This design comes from an exercise in tuning for a short achievable clock period and few clock cycles on the open sky130 flow, not from production work.
The RTL was checked by simulation tests, not by an equivalence proof against the original design.
No activity file was given, so power comes from the tool's default toggle rates.

==> design/flow/run.sh <==
#!/bin/bash
# synth_recipe.tcl (not shown) runs the flow's synth.tcl, then flattens the netlist and writes it again
# the make line also repeats each setting of config.mk as NAME=value (left out here)
make -C /OpenROAD-flow-scripts/flow DESIGN_CONFIG=/design/flow/config.mk WORK_HOME=/design/flow/orfs CLKGATE_MAP_FILE= SYNTH_SCRIPT=/design/flow/synth_recipe.tcl finish
==> design/flow/config.mk <==
export PLATFORM = sky130hd
export DESIGN_NAME = mm_stream_engine
export DESIGN_NICKNAME = mm_stream_engine
export VERILOG_FILES = /design/flow/design.v
export SDC_FILE = /design/flow/constraint.sdc
export NUM_CORES = 4
export LEC_CHECK = 0
export ABC_CLOCK_PERIOD_IN_PS = 2300
export CAP_MARGIN = 20
export CORE_MARGIN = 2
export CORE_UTILIZATION = 40
export CTS_CLUSTER_DIAMETER = 300
export CTS_CLUSTER_SIZE = 20
export PLACE_DENSITY = 0.5
export SETUP_SLACK_MARGIN = 4.15
export SLEW_MARGIN = 20
==> design/flow/constraint.sdc <==
create_clock -name core_clock -period 6.5 [get_ports {clk}]
set_input_delay 1.3000 -clock core_clock [delete_from_list [all_inputs] [get_ports {clk}]]
set_output_delay 1.3000 -clock core_clock [all_outputs]
set_load 0.01 [all_outputs]
==> design/flow/design.v <==
module mm_stream_engine #(
    parameter int N          = 4,
    parameter int DW         = 8,
    parameter int BRAM_DEPTH = 32
) (
    input  logic                                      clk,
    input  logic                                      rst,
    input  logic                                      start,
    input  logic [$clog2(BRAM_DEPTH):0]               rows,
    output logic                                      busy,
    output logic                                      done,
    output logic                                      b_rd_en,
    output logic [$clog2(N)-1:0]                      b_rd_addr,
    input  logic [N*DW-1:0]                           b_rd_data,
    output logic                                      a_rd_en,
    output logic [$clog2(BRAM_DEPTH)-1:0]             a_rd_addr,
    input  logic [N*DW-1:0]                           a_rd_data,
    output logic                                      c_wr_en,
    output logic [$clog2(BRAM_DEPTH)-1:0]             c_wr_addr,
    output logic [N*(2*DW+$clog2(N))-1:0]             c_wr_data
);
    localparam int AW = $clog2(BRAM_DEPTH);
    localparam int NB = $clog2(N);
    localparam int RW = 2 * DW + NB;    
    localparam int MW = DW + 4;         
    logic          r_busy, r_done;
    logic [AW:0]   r_dc;        
    logic [AW:0]   r_left;      
    logic [AW-1:0] r_ra;
    logic [NB-1:0] r_rb;
    logic [2:0]    r_bcap;      
    logic          w_accept, w_hit, w_busy_nxt;
    logic [AW:0]   w_rows_c;
    assign w_accept   = !r_busy && !r_done && start;
    assign w_rows_c   = rows[AW] ? (AW+1)'(BRAM_DEPTH) : rows;
    assign w_hit      = (r_dc == (AW+1)'(2**(AW+1) - 4));
    assign w_busy_nxt = w_accept || (r_busy && !w_hit);
    always_ff @(posedge clk or posedge rst) begin
        if (rst) begin
            r_busy <= 1'b0;
            r_done <= 1'b0;
            r_ra   <= '0;
            r_rb   <= '0;
            r_bcap <= '0;
        end else begin
            r_busy <= w_busy_nxt;
            r_done <= r_busy && w_hit;
            r_ra   <= w_busy_nxt ? r_ra + AW'(1) : '0;
            r_rb   <= !w_busy_nxt ? '0 : (r_rb == NB'(N - 1)) ? r_rb : r_rb + NB'(1);
            r_bcap <= {r_bcap[1:0], w_accept};
        end
    end
    always_ff @(posedge clk) begin
        r_dc   <= w_accept ? w_rows_c : r_dc - (AW+1)'(1);
        r_left <= w_accept ? w_rows_c : (r_left != '0) ? r_left - (AW+1)'(1) : r_left;
    end
    assign busy      = r_busy;
    assign done      = r_done;
    assign a_rd_en   = 1'b1;
    assign b_rd_en   = 1'b1;
    assign a_rd_addr = r_ra;
    assign b_rd_addr = r_rb;
    logic [DW-1:0]   r_b0  [N];
    logic [DW+1:0]   r_b0x3[N];
    logic [DW-1:0]   r_b1  [N];
    logic [DW+1:0]   r_b1x3[N];
    logic [DW-1:0]   r_b2  [N];
    logic [DW+1:0]   r_b2x3[N];
    always_ff @(posedge clk) begin
        for (int j = 0; j < N; j++) begin
            if (r_bcap[0]) begin
                r_b0[j]   <= b_rd_data[j*DW +: DW];
                r_b0x3[j] <= (DW+2)'(b_rd_data[j*DW +: DW]) + {1'b0, b_rd_data[j*DW +: DW], 1'b0};
            end
            if (r_bcap[1]) begin
                r_b1[j]   <= b_rd_data[j*DW +: DW];
                r_b1x3[j] <= (DW+2)'(b_rd_data[j*DW +: DW]) + {1'b0, b_rd_data[j*DW +: DW], 1'b0};
            end
            if (r_bcap[2]) begin
                r_b2[j]   <= b_rd_data[j*DW +: DW];
                r_b2x3[j] <= (DW+2)'(b_rd_data[j*DW +: DW]) + {1'b0, b_rd_data[j*DW +: DW], 1'b0};
            end
        end
    end
    function automatic logic [MW-1:0] tsel(input logic [MW*8-1:0] t, input logic [3:0] m);
        logic [MW-1:0] e [16];
        e[0]  = '0;
        e[1]  = t[0*MW +: MW];
        e[2]  = t[0*MW +: MW] << 1;
        e[3]  = t[1*MW +: MW];
        e[4]  = t[0*MW +: MW] << 2;
        e[5]  = t[2*MW +: MW];
        e[6]  = t[1*MW +: MW] << 1;
        e[7]  = t[3*MW +: MW];
        e[8]  = t[0*MW +: MW] << 3;
        e[9]  = t[4*MW +: MW];
        e[10] = t[2*MW +: MW] << 1;
        e[11] = t[5*MW +: MW];
        e[12] = t[1*MW +: MW] << 2;
        e[13] = t[6*MW +: MW];
        e[14] = t[3*MW +: MW] << 1;
        e[15] = t[7*MW +: MW];
        tsel = m[3] ? (m[2] ? (m[1] ? (m[0] ? e[15] : e[14]) : (m[0] ? e[13] : e[12]))
                            : (m[1] ? (m[0] ? e[11] : e[10]) : (m[0] ? e[9]  : e[8])))
                    : (m[2] ? (m[1] ? (m[0] ? e[7]  : e[6])  : (m[0] ? e[5]  : e[4]))
                            : (m[1] ? (m[0] ? e[3]  : e[2])  : (m[0] ? e[1]  : e[0])));
    endfunction
    function automatic logic [MW*8-1:0] odd_mults(input logic [DW-1:0] a);
        logic [MW-1:0] x;
        x = MW'(a);
        odd_mults = {(x << 4) - x,               
                     (x << 3) + (x << 2) + x,    
                     (x << 3) + (x << 1) + x,    
                     (x << 3) + x,               
                     (x << 3) - x,               
                     (x << 2) + x,               
                     (x << 1) + x,               
                     x};                         
    endfunction
    function automatic logic [2*RW-1:0] csa(input logic [RW-1:0] x, input logic [RW-1:0] y,
                                            input logic [RW-1:0] z);
        logic [RW-1:0] cs, cc;
        cs  = x ^ y ^ z;
        cc  = ((x & y) | (x & z) | (y & z)) << 1;
        csa = {cc, cs};
    endfunction
    function automatic logic [RW-1:0] pp4(input logic [1:0] d, input logic [DW-1:0] b,
                                          input logic [DW+1:0] b3, input int i);
        case (d)
            2'd0: pp4 = '0;
            2'd1: pp4 = RW'(b) << (2*i);
            2'd2: pp4 = RW'({b, 1'b0}) << (2*i);
            default: pp4 = RW'(b3) << (2*i);
        endcase
    endfunction
    logic            r_v1;
    logic [AW-1:0]   r_ad1, r_ad0;
    logic [N*DW-1:0] r_a1;
    always_ff @(posedge clk or posedge rst) begin
        if (rst) r_v1 <= 1'b0;
        else     r_v1 <= r_busy && (r_left != '0);
    end
    always_ff @(posedge clk) begin
        r_ad0 <= r_ra;
        r_ad1 <= r_ad0;
        r_a1  <= a_rd_data;
    end
    logic [RW-1:0] w_s1_s[N], w_s1_c[N];
    always_comb begin
        logic [RW-1:0]   pp[4];
        logic [2*RW-1:0] t;
        for (int j = 0; j < N; j++) begin
            for (int i = 0; i < 4; i++) pp[i] = pp4(r_a1[2*i +: 2], r_b0[j], r_b0x3[j], i);
            t = csa(pp[0], pp[1], pp[2]);
            t = csa(t[RW-1:0], t[2*RW-1:RW], pp[3]);
            w_s1_s[j] = t[RW-1:0];
            w_s1_c[j] = t[2*RW-1:RW];
        end
    end
    logic            r_v2;
    logic [AW-1:0]   r_ad2;
    logic [RW-1:0]   r_s2_s[N], r_s2_c[N];
    logic [3*DW-1:0] r_a2;         
    always_ff @(posedge clk or posedge rst) begin
        if (rst) r_v2 <= 1'b0;
        else     r_v2 <= r_v1;
    end
    always_ff @(posedge clk) begin
        r_ad2 <= r_ad1;
        for (int j = 0; j < N; j++) begin
            r_s2_s[j] <= w_s1_s[j];
            r_s2_c[j] <= w_s1_c[j];
        end
        r_a2 <= r_a1[N*DW-1:DW];
    end
    logic [RW-1:0] w_p1[N][4];
    always_comb begin
        for (int j = 0; j < N; j++)
            for (int i = 0; i < 4; i++) w_p1[j][i] = pp4(r_a2[2*i +: 2], r_b1[j], r_b1x3[j], i);
    end
    logic            r_v3;
    logic [AW-1:0]   r_ad3;
    logic [RW-1:0]   r_s3_s[N], r_s3_c[N];
    logic [RW-1:0]   r_p1[N][4];
    logic [DW-1:0]   r_a3;         
    logic [MW*8-1:0] r_t3;         
    always_ff @(posedge clk or posedge rst) begin
        if (rst) r_v3 <= 1'b0;
        else     r_v3 <= r_v2;
    end
    always_ff @(posedge clk) begin
        r_ad3 <= r_ad2;
        for (int j = 0; j < N; j++) begin
            r_s3_s[j] <= r_s2_s[j];
            r_s3_c[j] <= r_s2_c[j];
            for (int i = 0; i < 4; i++) r_p1[j][i] <= w_p1[j][i];
        end
        r_a3 <= r_a2[DW +: DW];
        r_t3 <= odd_mults(r_a2[2*DW +: DW]);
    end
    logic [RW-1:0] w_s3_s[N], w_s3_c[N];
    logic [RW-1:0] w_p2_s[N], w_p2_c[N];
    logic [MW-1:0] w_q_lo[N], w_q_hi[N];
    always_comb begin
        logic [2*RW-1:0] t, u;
        logic [RW-1:0]   pp[4];
        for (int j = 0; j < N; j++) begin
            t = csa(r_s3_s[j], r_s3_c[j], r_p1[j][0]);
            u = csa(r_p1[j][1], r_p1[j][2], r_p1[j][3]);
            t = csa(t[RW-1:0], t[2*RW-1:RW], u[RW-1:0]);
            t = csa(t[RW-1:0], t[2*RW-1:RW], u[2*RW-1:RW]);
            w_s3_s[j] = t[RW-1:0];
            w_s3_c[j] = t[2*RW-1:RW];
            for (int i = 0; i < 4; i++) pp[i] = pp4(r_a3[2*i +: 2], r_b2[j], r_b2x3[j], i);
            t = csa(pp[0], pp[1], pp[2]);
            t = csa(t[RW-1:0], t[2*RW-1:RW], pp[3]);
            w_p2_s[j] = t[RW-1:0];
            w_p2_c[j] = t[2*RW-1:RW];
            w_q_lo[j] = tsel(r_t3, b_rd_data[j*DW +: 4]);
            w_q_hi[j] = tsel(r_t3, b_rd_data[j*DW + 4 +: 4]);
        end
    end
    logic            r_v4;
    logic [AW-1:0]   r_ad4;
    logic [RW-1:0]   r_s4_s[N], r_s4_c[N];
    logic [RW-1:0]   r_p2_s[N], r_p2_c[N];
    logic [MW-1:0]   r_q_lo[N], r_q_hi[N];
    always_ff @(posedge clk or posedge rst) begin
        if (rst) r_v4 <= 1'b0;
        else     r_v4 <= r_v3;
    end
    always_ff @(posedge clk) begin
        r_ad4 <= r_ad3;
        for (int j = 0; j < N; j++) begin
            r_s4_s[j] <= w_s3_s[j];
            r_s4_c[j] <= w_s3_c[j];
            r_p2_s[j] <= w_p2_s[j];
            r_p2_c[j] <= w_p2_c[j];
            r_q_lo[j] <= w_q_lo[j];
            r_q_hi[j] <= w_q_hi[j];
        end
    end
    logic [RW-1:0] w_s4_s[N], w_s4_c[N];
    always_comb begin
        logic [2*RW-1:0] t, u;
        for (int j = 0; j < N; j++) begin
            t = csa(r_s4_s[j], r_s4_c[j], r_p2_s[j]);
            u = csa(r_p2_c[j], RW'(r_q_lo[j]), RW'(r_q_hi[j]) << 4);
            t = csa(t[RW-1:0], t[2*RW-1:RW], u[RW-1:0]);
            t = csa(t[RW-1:0], t[2*RW-1:RW], u[2*RW-1:RW]);
            w_s4_s[j] = t[RW-1:0];
            w_s4_c[j] = t[2*RW-1:RW];
        end
    end
    logic            r_v5;
    logic [AW-1:0]   r_ad5;
    logic [RW-1:0]   r_s5_s[N], r_s5_c[N];
    always_ff @(posedge clk or posedge rst) begin
        if (rst) r_v5 <= 1'b0;
        else     r_v5 <= r_v4;
    end
    always_ff @(posedge clk) begin
        r_ad5 <= r_ad4;
        for (int j = 0; j < N; j++) begin
            r_s5_s[j] <= w_s4_s[j];
            r_s5_c[j] <= w_s4_c[j];
        end
    end
    logic            r_v6;
    logic [AW-1:0]   r_ad6;
    logic [RW-1:0]   r_res[N];
    always_ff @(posedge clk or posedge rst) begin
        if (rst) r_v6 <= 1'b0;
        else     r_v6 <= r_v5;
    end
    always_ff @(posedge clk) begin
        r_ad6 <= r_ad5;
        for (int j = 0; j < N; j++) r_res[j] <= r_s5_s[j] + r_s5_c[j];
    end
    assign c_wr_en   = r_v6;
    assign c_wr_addr = r_ad6;
    always_comb begin
        for (int j = 0; j < N; j++) c_wr_data[j*RW +: RW] = r_res[j];
    end
endmodule
==> run_results.csv, run 1 <==
group,metric,value,unit
power_and_ir_drop,p_int,18.7,mW
routing,first_pass_iters,5,
floorplanning,ios,162,
cells_and_area,fillers,14600,
power_and_ir_drop,seq_power_share,42.3,%
setup_path,rr_worst_depth,6,
min_path,hold_path_class,"flop to flop",
timing,drv_slew,0,
global_routing,grt_overflow_total,0,
placed_design,port-buffer-count,159,
power_and_ir_drop,powerDensity,400,mW/mm2
setup_path,slowest_stage,"dfrtp_1",
synthesis,synthCells,5101,
min_path,worstHoldEndpoint,"r_s3_s[1][12]",
synthesis,synthArstFlopShare,1.37,%
cells_and_area,drive_gt1_share,25.3,%
routing,drc,0,
global_routing,grt_pass1_wl,301,mm
global_routing,grt_pass1_vias,41700,
cells_and_area,multi_input_area,0.0349,mm2
cells_and_area,seq_area,0.0287,mm2
min_path,holdPathStages,0,
clocking,h-tree-depth,3,
setup_path,end_kind,"output pin",
clocking,cts_root_buf,"clkbuf_16",
synthesis,yosys_warnings,42,
synthesis,synth.distinct_cells,65,
global_routing,grt_max_degree,69,
placed_design,hpwl,141,mm
power_and_ir_drop,clockPowerShare,17.2,%
floorplanning,die_w,407,um
synthesis,yosysSeqAreaShare,43.9,%
synthesis,yosys-top-cells-area,"dfxtp_1, fa_1, edfxtp_1, mux4_2, mux2_2",
clocking,cts_buffers,75,
cells_and_area,final_nets,6145,
global_routing,use_met1,34.3,%
routing,avgViaCountPerCell,5.51,
floorplanning,start_util,40.4,%
setup_path,cp-start-kind,"flop",
setup_path,path_cells,"buf_2",
cells_and_area,syn_to_final_growth,14.7,%
clocking,clkTransAtPathRegs,0.09,ns
cells_and_area,stdcell_count,7494,
placed_design,dp_cells,7178,
synthesis,synth_top_cell_area_share,33.5,%
timing,slew_headroom,23.0,%
routing,drt_iter0_drc,3728,
setup_path,path_buf_inv,1,
floorplanning,dieHeight,407,um
setup_path,cpPeakStageDelay,0.40,ns
setup_path,r2r_end,"r_p2_s[0][8]",
timing,fin_crit_sh,39.2,%
setup_path,worst-setup-path-type,"flop to output pin",
cells_and_area,layout_common_cells,"dfxtp_1, fa_1, mux2_2",
power_and_ir_drop,power_switching,11.1,mW
setup_path,worstPathRequired,5.20,ns
setup_path,path_max_fanout,3,
global_routing,top_usage_layer,"met2",
placed_design,globalplace.congestion,0.838,
setup_path,rrSetupSlack,4.04,ns
power_and_ir_drop,swShare,37.3,%
clocking,tritoncts,"yes",
routing,vias,41300,
timing,fin_skew,0.0341,ns
power_and_ir_drop,pwr-share-comb,40.6,%
outcome,status,"finished clean",
floorplanning,dieArea,0.166,mm2
power_and_ir_drop,leakage,31.2,nW
synthesis,syn_area,0.0650,mm2
timing,tightest_slew,1.15,ns
global_routing,grt_usage,25.4,%
run,drv_cap,0,
clocking,cts_buffer_depth,3,
clocking,cts_sinks,1317,
synthesis,synth.ff_latch_count,1317,
synthesis,synth_edf_count,210,
power_and_ir_drop,p_total,29.8,mW
global_routing,use_met2,41.4,%
clocking,holdBufCountCts,0,
routing,wl,214,mm
synthesis,synth.avg_cell_area,12.7,um2
global_routing,antenna_found_initial,22,
routing,routedWlPerCell,28.5,um
routing,ant_nets,0,
timing,tns,0,ns
timing,rsz0062_at_grt,"true",
setup_path,critPathTopFamily,"flip-flops",
synthesis,ys.flop_type,"dfxtp_1",
global_routing,grt_use_met3,3.72,%
timing,setup_viol,0,
floorplanning,core,0.161,mm2
min_path,min_from,"r_s2_s[1][12]",
power_and_ir_drop,peakVddDrop,0.000275,V
timing,fmax,0.392,GHz
clocking,clk_latency,0.72,ns
setup_path,reg2reg_from,"r_a3[4]",
cells_and_area,final_common_cell,"dfxtp_1",
timing,fin_crit,2.55,ns
synthesis,synth_top_area_cell,"dfxtp_1",
floorplanning,row_count,147,
setup_path,arrival,1.25,ns
timing,finalHoldViolations,0,
==> power by group through the flow <==
stage	clock network, mW	registers, mW	logic, mW
2_1_floorplan	0	11.9	7.35
3_3_place_gp	0	12.7	11.7
3_5_place_dp	0	12.7	11.8
4_1_cts	5.29	12.6	12.2
5_1_grt	5.55	12.8	13.6
6_report	5.12	12.6	12.1
==> kinds of logic after synthesis <==
family	after synthesis	synth area share, %
other	1	0.00577
multiplexers	725	16.5
buffers and inverters	622	3.78
AO/OA/AOI/OAI	755	7.88
XOR/XNOR	136	1.83
AND/OR/NAND/NOR	746	5.34
flip-flops	1317	43.9
adder cells (fa/ha/maj)	799	20.7
==> sequential cells by signal (all words and copies together) (netlist names), 56 cells and up <==
register / cells
r_s5_c: 64
r_res: 72
r_s4_s: 68
r_s5_s: 72
r_t3: 72
r_p2_s: 64
r_s4_c: 56
r_p1: 160
r_s3_s: 64
r_s2_s: 64
==> cells in the mapped netlist, types with 7 or more instances <==
library cell,number
a211oi_1,22
a21o_1,44
a21oi_1,130
a221o_1,15
a221oi_1,8
a22o_1,212
a22oi_1,24
a31oi_1,7
and2_1,60
and3_1,58
buf_1,35
buf_2,58
buf_4,7
clkbuf_1,226
dfrtp_1,18
dfxtp_1,1089
edfxtp_1,210
fa_1,464
ha_1,335
inv_1,292
mux2_2,418
mux2i_1,73
mux4_2,234
nand2_1,376
nand2b_1,11
nand3_1,25
nor2_1,90
nor2b_1,91
nor3_1,13
o21a_1,9
o21ai_0,227
o21bai_1,17
xnor2_1,96
xor2_1,40
==> area by class of cell <==
class                           count  area share, %
Multi-Input combinational cell   3165           46.8
Sequential cell                  1317           38.5
Timing Repair Buffer              421           6.50
Tap cell                         2160           3.63
Clock buffer                      121           2.86
Inverter                          293           1.49
Clock inverter                      4         0.0806
Antenna cell                       13         0.0437
==> worst max path at each step <==
stage	startpoint	end	slack, ns	cells after the start
after floorplan	b_rd_data[0]	r_b0x3[0][9]	3.70	8
after global placement	b_rd_data[11]	r_b0x3[1][9]	2.45	7
after detailed placement	b_rd_data[11]	r_b0x3[1][9]	2.45	7
after CTS	r_ra[2]	a_rd_addr[2]	3.85	1
after global routing	r_ra[2]	a_rd_addr[2]	3.88	1
final	r_ra[2]	a_rd_addr[2]	3.95	1
==> layer usage <==
layer	vias to the layer above	share of wire (%)
li1	18200	-
met1	21200	42
met2	1558	47
met3	352	6.7
met4	12	3.9
met5	-	0.043
==> what timing repair did <==
| action | in CTS | in global routing |
|---|---|---|
| pin swaps | 56 | 90 |
| endpoints found under the setup margin | 429 | 232 |
| cloned | 22 | 10 |
| gates resized for setup | 716 | 131 |
| buffers inserted | 106 | 40 |
==> metrics by stage <==
step	util (%)	area [um2]	setup WS, ns	hold slack [ns]
finish	46.3	74500	3.95	0.321
global route	46.3	74500	3.88	0.326
CTS	45.6	73400	3.85	0.319
detailed placement	42.8	68900	2.45	0.312
global placement	42.8	68900	2.45	0.310
floorplan	-	65900	3.70	0.309
Testbench counts, summed over its fixed seeds: cycles 2,878.
==> run 2, diff against run 1 <==
--- a/design/flow/config.mk
+++ b/design/flow/config.mk
@@ -11,3 +11,3 @@
 export CORE_UTILIZATION = 40
-export CTS_CLUSTER_DIAMETER = 300
+export CTS_CLUSTER_DIAMETER = 400
 export CTS_CLUSTER_SIZE = 20
==> run 2 against run 1 <==
  * Still clean on timing, DRC and antenna
  * Sequential share of layout area unchanged
  * Clock skew unchanged
  * Setup slack unchanged
  * Cell count unchanged
  * Highest routed layer unchanged
==> run_results.csv, run 2 <==
group,metric,value,unit
cells_and_area,fin_area,0.0745,mm2
setup_path,slowest_stage,"dfrtp_1",
min_path,min_from,"r_s2_s[1][12]",
setup_path,path_max_fanout,3,
clocking,tritoncts,"yes",
global_routing,antenna_found_initial,22,
synthesis,yosys-top-cells-area,"dfxtp_1, fa_1, edfxtp_1, mux4_2, mux2_2",
clocking,clk_latency,0.72,ns
floorplanning,ios,162,
routing,drt_iter0_drc,3728,
timing,tightest_slew,1.15,ns
clocking,cts_sinks,1317,
routing,drt-met1-wl,90.3,mm
global_routing,grt_max_degree,69,
global_routing,grt_usage,25.4,%
run,drv_cap,0,
cells_and_area,final_common_cell,"dfxtp_1",
power_and_ir_drop,peakVddDrop,0.000275,V
cells_and_area,fillers,14600,
setup_path,worst-setup-path-type,"flop to output pin",
synthesis,synth.avg_cell_area,12.7,um2
timing,drv_slew,0,
setup_path,crit_start,"r_ra[2]",
setup_path,crit_end,"a_rd_addr[2]",
clocking,cts_buffer_depth,3,
clocking,h-tree-depth,3,
global_routing,grt_pass1_vias,41700,
setup_path,r2r_end,"r_p2_s[0][8]",
power_and_ir_drop,p_total,29.8,mW
setup_path,path_buf_inv,1,
routing,avgViaCountPerCell,5.51,
clocking,clkTransAtPathRegs,0.09,ns
setup_path,end_kind,"output pin",
routing,drc,0,
timing,fin_skew,0.0341,ns
synthesis,synth_top_area_cell,"dfxtp_1",
setup_path,rr_worst_depth,6,
setup_path,path_depth,1,
synthesis,synth.ff_latch_count,1317,
power_and_ir_drop,powerDensity,400,mW/mm2
synthesis,synth_edf_count,210,
floorplanning,row_count,147,
routing,vias,41300,
routing,first_pass_iters,5,
timing,tns,0,ns
floorplanning,core,0.161,mm2
timing,setup_viol,0,
synthesis,ys.flop_type,"dfxtp_1",
timing,slew_headroom,23.0,%
cells_and_area,largest_register_ffs,160,
min_path,hold_path_class,"flop to flop",
cells_and_area,layout_common_cells,"dfxtp_1, fa_1, mux2_2",
clocking,cts_root_buf,"clkbuf_16",
synthesis,synth_common_cells,"dfxtp_1, fa_1, mux2_2",
setup_path,cpPeakStageDelay,0.40,ns
setup_path,arrival,1.25,ns
synthesis,synth_most_common_cell,"dfxtp_1",
timing,fin_crit,2.55,ns
placed_design,hpwl,141,mm
placed_design,port-buffer-count,159,
global_routing,grt_pass1_wl,301,mm
timing,fin_crit_sh,39.2,%
cells_and_area,syn_to_final_growth,14.7,%
synthesis,yosys_warnings,42,
setup_path,rrSetupSlack,4.04,ns
placed_design,globalplace.congestion,0.838,
routing,dr.max_layer_used,"met5",
timing,rsz0062_at_grt,"true",
floorplanning,die_w,407,um
synthesis,synth_top_cell_area_share,33.5,%
floorplanning,dieHeight,407,um
power_and_ir_drop,leakage,31.2,nW
cells_and_area,drive_gt1_share,25.3,%
outcome,status,"finished clean",
routing,met2_length,101,mm
floorplanning,dieArea,0.166,mm2
setup_path,critPathTopFamily,"flip-flops",
timing,finalHoldViolations,0,
cells_and_area,top_register,"r_p1",
placed_design,dpl_cell_area,0.0689,mm2
routing,ant_nets,0,
routing,routedWlPerCell,28.5,um
synthesis,synth.distinct_cells,65,
clocking,cts_buffers,75,
cells_and_area,final_nets,6145,
floorplanning,start_util,40.4,%
global_routing,grt_overflow_total,0,
setup_path,path_cells,"buf_2",
synthesis,yosysSeqAreaShare,43.9,%
synthesis,synthArstFlopShare,1.37,%
setup_path,cp-start-kind,"flop",
routing,wl,214,mm
clocking,holdBufCountCts,0,
synthesis,syn_area,0.0650,mm2
synthesis,synthCells,5101,
routing,wl_met3,14.2,mm
timing,fmax,0.392,GHz
setup_path,worstPathRequired,5.20,ns
setup_path,reg2reg_from,"r_a3[4]",
## run 2: cell counts in the layout (fill, tap and decap cells not counted)
No cell type changed its count.
## run 2: per-layer routing
layer / up-vias / track usage [%]
li1: 18200 / -
met1: 21200 / 34.3
met2: 1558 / 41.4
met3: 352 / 3.72
met4: 12 / 9.06
met5: - / 0
## run 2: cell families after synthesis
family,Yosys count,synth area share [%]
flip-flops,1317,43.9
AND/OR/NAND/NOR,746,5.34
other,1,0.00577
buffers and inverters,622,3.78
AO/OA/AOI/OAI,755,7.88
adder cells (fa/ha/maj),799,20.7
XOR/XNOR,136,1.83
multiplexers,725,16.5
## run 2: worst reg2reg max path, delay by kind of cell, from the launching register on
family,cells,cell delay [ns]
buffers and inverters,2,0.32
adder cells (fa/ha/maj),2,1.02
flip-flops,1,0.47
multiplexers,1,0.34
AO/OA/AOI/OAI,1,0.20
## run 2: worst min-delay path by stage
stage	to	slack [ns]	depth (start not counted)
after floorplan	r_a2[17]	0.31	0
after global placement	r_ad2[3]	0.31	0
after detailed placement	r_a3[6]	0.31	0
after CTS	r_ad6[1]	0.32	0
after global routing	r_ad6[3]	0.33	0
final	r_s3_s[1][12]	0.32	0
## run 2: power breakdown
group	switching, mW	total [mW]	internal [mW]
combinational	6.47	12.1	5.62
sequential	1.82	12.6	10.8
clock	2.84	5.12	2.28
total	11.1	29.8	18.7
## run 2: timing repair
action	in CTS	in global routing
resized for setup	716	131
pin swaps	56	90
cloned	22	10
setup buffers	106	40
endpoints found under the setup margin	429	232
## run 2: stage by stage
| step | std cells | utilization (%) | worst slack [ns] | hold WS [ns] |
|---|---|---|---|---|
| 3_5_place_dp | 7178 | 42.8 | 2.45 | 0.312 |
| 6_report | 7494 | 46.3 | 3.95 | 0.321 |
| 5_1_grt | 7481 | 46.3 | 3.88 | 0.326 |
| 2_1_floorplan | 5102 | - | 3.70 | 0.309 |
| 4_1_cts | 7431 | 45.6 | 3.85 | 0.319 |
| 3_3_place_gp | 7178 | 42.8 | 2.45 | 0.310 |
## run 2: layout make-up
cell class              count  area [um2]  area share (%)
clock buffers             121        2130            2.86
diodes                     13        32.5          0.0437
clock inverters             4        60.1          0.0806
well taps                2160        2700            3.63
inverters                 293        1110            1.49
repair buffers            421        4840            6.50
flip-flops and latches   1317       28700            38.5
multi-input cells        3165       34900            46.8
==> run 3, diff against run 2 <==
--- a/design/flow/config.mk
+++ b/design/flow/config.mk
@@ -11,4 +11,4 @@
 export CORE_UTILIZATION = 40
-export CTS_CLUSTER_DIAMETER = 400
-export CTS_CLUSTER_SIZE = 20
+export CTS_CLUSTER_DIAMETER = 300
+export CTS_CLUSTER_SIZE = 16
 export PLACE_DENSITY = 0.5
==> run 3 against run 2 <==
  * Cell count up 0.56%
  * Clock power up about 10%
  * Sequential power about the same
  * Via count increased by 0.64%
  * Critical path depth unchanged
  * Synthesized cell count stayed put
  * Area after synthesis unchanged
  * Power up 1.9%
  * Fmax is 0.87% lower
  * Sequential share of layout area decreased by 0.37 points
  * Wire length up 1.0%
  * Critical path type unchanged
  * Largest power group unchanged
==> run_results.csv, run 3 <==
group,metric,value,unit
outcome,status,"finished clean",
timing,tightest_slew,1.12,ns
routing,drt_iter0_drc,3582,
timing,setup_viol,0,
clocking,tritoncts,"yes",
placed_design,dp_cells,7178,
synthesis,synthArstFlopShare,1.37,%
global_routing,antenna_found_initial,18,
floorplanning,ios,162,
synthesis,synth_most_common_cell,"dfxtp_1",
clocking,clkTransAtPathRegs,0.08,ns
timing,slew_headroom,25.0,%
setup_path,arrival,1.27,ns
clocking,cts_root_buf,"clkbuf_16",
setup_path,path_cells,"buf_2",
placed_design,port-buffer-count,159,
setup_path,end_kind,"output pin",
timing,fin_crit,2.57,ns
synthesis,synth.avg_cell_area,12.7,um2
synthesis,syn_area,0.0650,mm2
synthesis,synth.ff_latch_count,1317,
global_routing,grt_pass1_wl,302,mm
clocking,cts_buffers,92,
global_routing,grt_usage,25.5,%
routing,drc,0,
cells_and_area,drive_gt1_share,26.0,%
synthesis,synthCells,5101,
placed_design,post-place-ws,2.45,ns
cells_and_area,largest_register_ffs,160,
setup_path,path_max_fanout,2,
routing,ant_nets,0,
floorplanning,die_w,407,um
placed_design,hpwl,141,mm
synthesis,synth_top_cell_area_share,33.5,%
routing,avgViaCountPerCell,5.51,
floorplanning,row_count,147,
clocking,cts_buffer_depth,3,
setup_path,worstPathRequired,5.20,ns
synthesis,ys.flop_type,"dfxtp_1",
timing,fin_crit_sh,39.6,%
setup_path,cp-start-kind,"flop",
routing,routedWlPerCell,28.6,um
floorplanning,dieHeight,407,um
global_routing,grt_overflow_total,0,
setup_path,worst-setup-path-type,"flop to output pin",
synthesis,yosys-top-cells-area,"dfxtp_1, fa_1, edfxtp_1, mux4_2, mux2_2",
synthesis,synth_common_cells,"dfxtp_1, fa_1, mux2_2",
setup_path,rrSetupSlack,4.02,ns
cells_and_area,seq_area,0.0287,mm2
power_and_ir_drop,p_total,30.4,mW
synthesis,yosys_warnings,42,
floorplanning,core,0.161,mm2
cells_and_area,top_register,"r_p1",
global_routing,grt_max_degree,69,
timing,tns,0,ns
timing,drv_slew,0,
clocking,h-tree-depth,3,
synthesis,synth_edf_count,210,
setup_path,cpPeakStageDelay,0.40,ns
synthesis,synth.distinct_cells,65,
power_and_ir_drop,leakage,31.5,nW
cells_and_area,stdcell_count,7536,
timing,layout_setup_ws,3.93,ns
cells_and_area,layout_common_cells,"dfxtp_1, fa_1, mux2_2",
routing,first_pass_iters,8,
clocking,cts_sinks,1317,
setup_path,slowest_stage,"dfrtp_1",
clocking,clk_latency,0.74,ns
timing,fin_skew,0.0354,ns
timing,finalHoldViolations,0,
cells_and_area,final_common_cell,"dfxtp_1",
routing,vias,41500,
power_and_ir_drop,powerDensity,404,mW/mm2
timing,rsz0062_at_grt,"true",
floorplanning,start_util,40.4,%
placed_design,globalplace.congestion,0.838,
cells_and_area,fillers,14500,
cells_and_area,syn_to_final_growth,15.8,%
global_routing,grt_pass1_vias,42000,
setup_path,path_buf_inv,1,
synthesis,yosysSeqAreaShare,43.9,%
floorplanning,dieArea,0.166,mm2
cells_and_area,multi_input_area,0.0349,mm2
min_path,hold_path_class,"flop to flop",
synthesis,synth_top_area_cell,"dfxtp_1",
cells_and_area,final_nets,6183,
power_and_ir_drop,peakVddDrop,0.000284,V
cells_and_area,fin_util,46.8,%
timing,fmax,0.389,GHz
routing,wl,216,mm
run,drv_cap,0,
setup_path,critPathTopFamily,"flip-flops",
run 3: where the power goes:
part           internal [mW]  switching, mW
sequential              10.8           1.83
combinational           5.65           6.48
clock                   2.65           2.99
total                   19.1           11.3
run 3: layout make-up:
class / instances / area share, %
clock inverters: 8 / 0.156
repair buffers: 442 / 6.83
multi-input cells: 3165 / 46.4
well taps: 2160 / 3.59
diodes: 9 / 0.0299
clock buffers: 142 / 3.31
flip-flops and latches: 1317 / 38.2
inverters: 293 / 1.48
run 3: repair_timing:
item,4_1_cts,5_1_grt
hold buffers,0,0
setup endpoints to repair,415,238
setup buffers,105,58
pin swaps,60,94
cloned,23,13
resized for setup,704,150
run 3: path summary, 6_finish.rpt:
| check | startpoint | endpoint | depth (start not counted) |
|---|---|---|---|
| max in group asynchronous | rst | r_bcap[1] | 2 |
| min in group asynchronous | rst | r_v6 | 2 |
| min reg2reg | r_a1[26] | r_a2[18] | 0 |
| min | r_a1[26] | r_a2[18] | 0 |
| max | r_ra[3] | a_rd_addr[3] | 1 |
| max reg2reg | r_a3[4] | r_p2_s[1][6] | 7 |
run 3: stage by stage:
stage / area [um2] / hold WS [ns]
after global placement: 68900 / 0.310
after detailed placement: 68900 / 0.312
final: 75200 / 0.312
after global routing: 75200 / 0.321
after floorplan: 65900 / 0.309
after CTS: 73800 / 0.316
run 3: per-layer routing:
metal / wire, um / vias to the layer above / global-route usage, %
li1: - / 18300 / -
met5: 53 / - / 0
met4: 8260 / 8 / 9.12
met2: 102000 / 1528 / 41.6
met1: 90500 / 21400 / 33.9
met3: 14700 / 361 / 4.48
run 3: kinds of logic after synthesis:
group           share of synthesized area [%]
xor+xnor                                 1.83
compound gates                           7.88
other cells                           0.00577
mux                                      16.5
flops                                    43.9
simple gates                             5.34
buf+inv                                  3.78
fa+ha+maj                                20.7
==> run 4, diff against run 3 <==
--- a/design/flow/design.v
+++ b/design/flow/design.v
@@ -56,8 +56,26 @@
     end
-    assign busy      = r_busy;
-    assign done      = r_done;
+    logic          r_busy_o, r_done_o;
+    logic [AW-1:0] r_ra_o;
+    logic [NB-1:0] r_rb_o;
+    logic          w_busy_o_nxt;
+    assign w_busy_o_nxt = (!r_busy_o && !r_done_o && start) || (r_busy_o && !w_hit);
+    always_ff @(posedge clk or posedge rst) begin
+        if (rst) begin
+            r_busy_o <= 1'b0;
+            r_done_o <= 1'b0;
+            r_ra_o   <= '0;
+            r_rb_o   <= '0;
+        end else begin
+            r_busy_o <= w_busy_o_nxt;
+            r_done_o <= r_busy_o && w_hit;
+            r_ra_o   <= w_busy_o_nxt ? r_ra_o + AW'(1) : '0;
+            r_rb_o   <= !w_busy_o_nxt ? '0 : (r_rb_o == NB'(N - 1)) ? r_rb_o : r_rb_o + NB'(1);
+        end
+    end
+    assign busy      = r_busy_o;
+    assign done      = r_done_o;
     assign a_rd_en   = 1'b1;
     assign b_rd_en   = 1'b1;
-    assign a_rd_addr = r_ra;
-    assign b_rd_addr = r_rb;
+    assign a_rd_addr = r_ra_o;
+    assign b_rd_addr = r_rb_o;
     logic [DW-1:0]   r_b0  [N];
--- a/design/flow/config.mk
+++ b/design/flow/config.mk
@@ -10,6 +10,4 @@
 export CORE_MARGIN = 2
-export CORE_UTILIZATION = 40
-export CTS_CLUSTER_DIAMETER = 300
-export CTS_CLUSTER_SIZE = 16
-export PLACE_DENSITY = 0.5
+export CORE_UTILIZATION = 30
+export PLACE_DENSITY = 0.4
 export SETUP_SLACK_MARGIN = 4.15
==> run 4 against run 3 <==
  * Clock skew grew 0.0028 ns
  * First-iteration DRC count down 24%
  * Still clean on timing, DRC and antenna
  * Area after synthesis grew 0.21%
  * Critical path depth unchanged
  * Largest cell class unchanged
==> run_results.csv, run 4 <==
group,metric,value,unit
synthesis,yosysSeqAreaShare,44.1,%
power_and_ir_drop,peakVddDrop,0.000290,V
cells_and_area,syn_to_final_growth,22.0,%
synthesis,synth_top_area_cell,"dfxtp_1",
placed_design,dp_cells,7831,
power_and_ir_drop,seq_power_share,36.6,%
global_routing,use_met2,36.8,%
timing,setup_viol,0,
clocking,cts_buffer_depth,3,
placed_design,globalplace.congestion,0.845,
cells_and_area,top_register,"r_p1",
global_routing,use_met1,26.1,%
floorplanning,row_count,171,
synthesis,synth_edf_count,210,
routing,routedWlPerCell,28.6,um
floorplanning,die_w,470,um
synthesis,synthCells,5046,
synthesis,yosys_warnings,42,
routing,wl,239,mm
setup_path,cp-start-kind,"flop",
power_and_ir_drop,p_int,22.2,mW
routing,avgViaCountPerCell,5.03,
global_routing,antenna_found_initial,28,
min_path,hold_path_class,"flop to flop",
timing,slew_headroom,15.7,%
routing,drt_iter0_drc,2725,
timing,fin_skew,0.0382,ns
cells_and_area,layout_common_cells,"dfxtp_1, fa_1, mux2_2",
placed_design,hpwl,154,mm
cells_and_area,final_common_cell,"dfxtp_1",
timing,tightest_slew,1.26,ns
power_and_ir_drop,leakage,33.1,nW
power_and_ir_drop,p_total,34.6,mW
min_path,min_from,"r_s2_c[1][13]",
clocking,h-tree-depth,4,
timing,rsz0062_at_grt,"true",
timing,fmax,0.376,GHz
setup_path,critPathTopFamily,"flip-flops",
floorplanning,dieHeight,470,um
setup_path,arrival,1.36,ns
floorplanning,ios,162,
clocking,holdBufCountCts,0,
run,drv_cap,0,
global_routing,grt_overflow_total,0,
setup_path,r2r_end,"r_p2_s[1][6]",
timing,fin_crit,2.66,ns
min_path,worstHoldEndpoint,"r_s3_c[1][13]",
timing,fin_crit_sh,40.9,%
clocking,cts_root_buf,"clkbuf_16",
setup_path,rrSetupSlack,3.93,ns
synthesis,synth_top_cell_area_share,33.5,%
power_and_ir_drop,swShare,35.9,%
synthesis,ys.flop_type,"dfxtp_1",
floorplanning,dieArea,0.221,mm2
setup_path,path_cells,"buf_6",
cells_and_area,drive_gt1_share,28.8,%
floorplanning,start_util,30.1,%
floorplanning,core,0.217,mm2
routing,vias,42000,
setup_path,worstPathRequired,5.20,ns
power_and_ir_drop,clockPowerShare,27.2,%
routing,first_pass_iters,5,
clocking,tritoncts,"yes",
global_routing,grt_use_met3,3.93,%
routing,ant_nets,0,
synthesis,synth.ff_latch_count,1324,
timing,tns,0,ns
synthesis,synth.distinct_cells,73,
timing,drv_slew,0,
placed_design,port-buffer-count,159,
clocking,clk_latency,0.82,ns
clocking,cts_buffers,159,
synthesis,synth.avg_cell_area,12.9,um2
synthesis,synth_most_common_cell,"dfxtp_1",
setup_path,path_buf_inv,1,
setup_path,slowest_stage,"dfrtp_1",
global_routing,top_usage_layer,"met2",
synthesis,yosys-top-cells-area,"dfxtp_1, fa_1, edfxtp_1, mux4_2, mux2_2",
outcome,status,"finished clean",
global_routing,grt_pass1_wl,336,mm
synthesis,synth_common_cells,"dfxtp_1, fa_1, mux2_2",
synthesis,synthArstFlopShare,1.89,%
global_routing,grt_usage,21.2,%
power_and_ir_drop,powerDensity,436,mW/mm2
power_and_ir_drop,power_switching,12.4,mW
cells_and_area,final_nets,6204,
timing,finalHoldViolations,0,
setup_path,end_kind,"output pin",
setup_path,path_max_fanout,1,
clocking,clkTransAtPathRegs,0.06,ns
setup_path,reg2reg_from,"r_a3[3]",
setup_path,cpPeakStageDelay,0.41,ns
cells_and_area,largest_register_ffs,160,
clocking,cts_sinks,1324,
setup_path,worst-setup-path-type,"flop to output pin",
global_routing,grt_pass1_vias,44300,
min_path,holdPathStages,0,
global_routing,grt_max_degree,62,
routing,drc,0,
setup_path,rr_worst_depth,9,
cells_and_area,stdcell_count,8350,
synthesis,syn_area,0.0651,mm2
power_and_ir_drop,pwr-share-comb,36.2,%
run 4: repair_timing:
| item | CTS | global route |
|---|---|---|
| resized for setup | 682 | 151 |
| gates cloned | 26 | 9 |
| pin swaps | 59 | 87 |
| setup endpoints to repair | 437 | 241 |
| buffers inserted | 95 | 64 |
run 4: per-stage QoR:
| stage | hold slack, ns | setup slack, ns | util [%] | area (um2) |
|---|---|---|---|---|
| 2_1_floorplan | 0.309 | 3.70 | - | 66100 |
| 3_3_place_gp | 0.310 | 2.68 | 32.4 | 70100 |
| 3_5_place_dp | 0.312 | 2.67 | 32.4 | 70100 |
| 4_1_cts | 0.311 | 3.76 | 36.0 | 77900 |
| 5_1_grt | 0.323 | 3.76 | 36.7 | 79400 |
| 6_report | 0.318 | 3.84 | 36.7 | 79400 |
run 4: cell families (layout without fill, tap and decap cells):
kind of cell / after synthesis / in the layout / share of synthesized area (%)
adder cells (fa/ha/maj): 799 / 799 / 20.7
flip-flops: 1324 / 1324 / 44.1
AO/OA/AOI/OAI: 739 / 739 / 7.98
XOR/XNOR: 136 / 136 / 1.83
other: 1 / 28 / 0.00576
buffers and inverters: 619 / 1039 / 3.66
AND/OR/NAND/NOR: 703 / 706 / 5.20
multiplexers: 725 / 725 / 16.5
run 4: metal layers:
layer / wire length, um / vias to the layer above
met4: 10100 / 6
met1: 96500 / 21800
met5: 45 / -
met3: 13200 / 409
li1: - / 18400
met2: 119000 / 1384
run 4: worst max path at each step:
stage | from | endpoint | slack, ns | cells past startpoint
floorplan | b_rd_data[8] | r_b0x3[1][9] | 3.70 | 8
global placement | b_rd_data[3] | r_b0x3[0][9] | 2.68 | 8
detailed placement | b_rd_data[10] | r_b0x3[1][8] | 2.67 | 8
CTS | r_ra_o[3] | a_rd_addr[3] | 3.76 | 1
global route | r_v6 | c_wr_en | 3.76 | 1
finish | r_v6 | c_wr_en | 3.84 | 1
run 4: power by group through the flow:
stage	Sequential [mW]	Combinational (mW)	Clock, mW
CTS	12.7	12.7	9.71
finish	12.7	12.5	9.43
global placement	12.8	12.3	0
detailed placement	12.8	12.2	0
floorplan	12.0	7.36	0
global route	12.9	14.1	10.1
run 4: cell type report:
class,count,area (um2)
Antenna cell,26,65.1
Clock buffer,209,4500
Clock inverter,90,1070
Fill cell,21000,137000
Inverter,297,1160
Multi-Input combinational cell,3107,35100
Sequential cell,1324,28900
Tap cell,2854,3570
Timing Repair Buffer,443,5040
Testbench counts of run 4, summed over its fixed seeds: cycles 2,878.

[re-timing with driven ports]
The results above use ideal ports. As a check the final layouts listed here were re-extracted and re-timed, cells and wires unchanged. Step 1 assumes that a clkbuf_16 drives the clock port and a buf_2 every other input. Step 2 times the ports against the registers' clock, not the clock port: input delays grow and output delays shrink by t, the midpoint of the rising clock arrivals with the driver on. a / b / c = ideal ports / drivers / drivers and shift; a / b = the first two.
run | shift t [ns] | slack for setup (ns) | worst data-port slew with drivers (ns) | cell pins on the clock port's net
run 1 | 0.784 | 3.950 / 3.869 / 3.291 | 0.15 | 1
run 2 | 0.784 | 3.950 / 3.869 / 3.291 | 0.15 | 1
run 3 | 0.803 | 3.928 / 3.846 / 3.290 | 0.16 | 1
run 4 | 0.892 | 3.839 / 3.753 / 3.181 | 0.28 | 1
After both steps setup and hold are still met in every run listed.
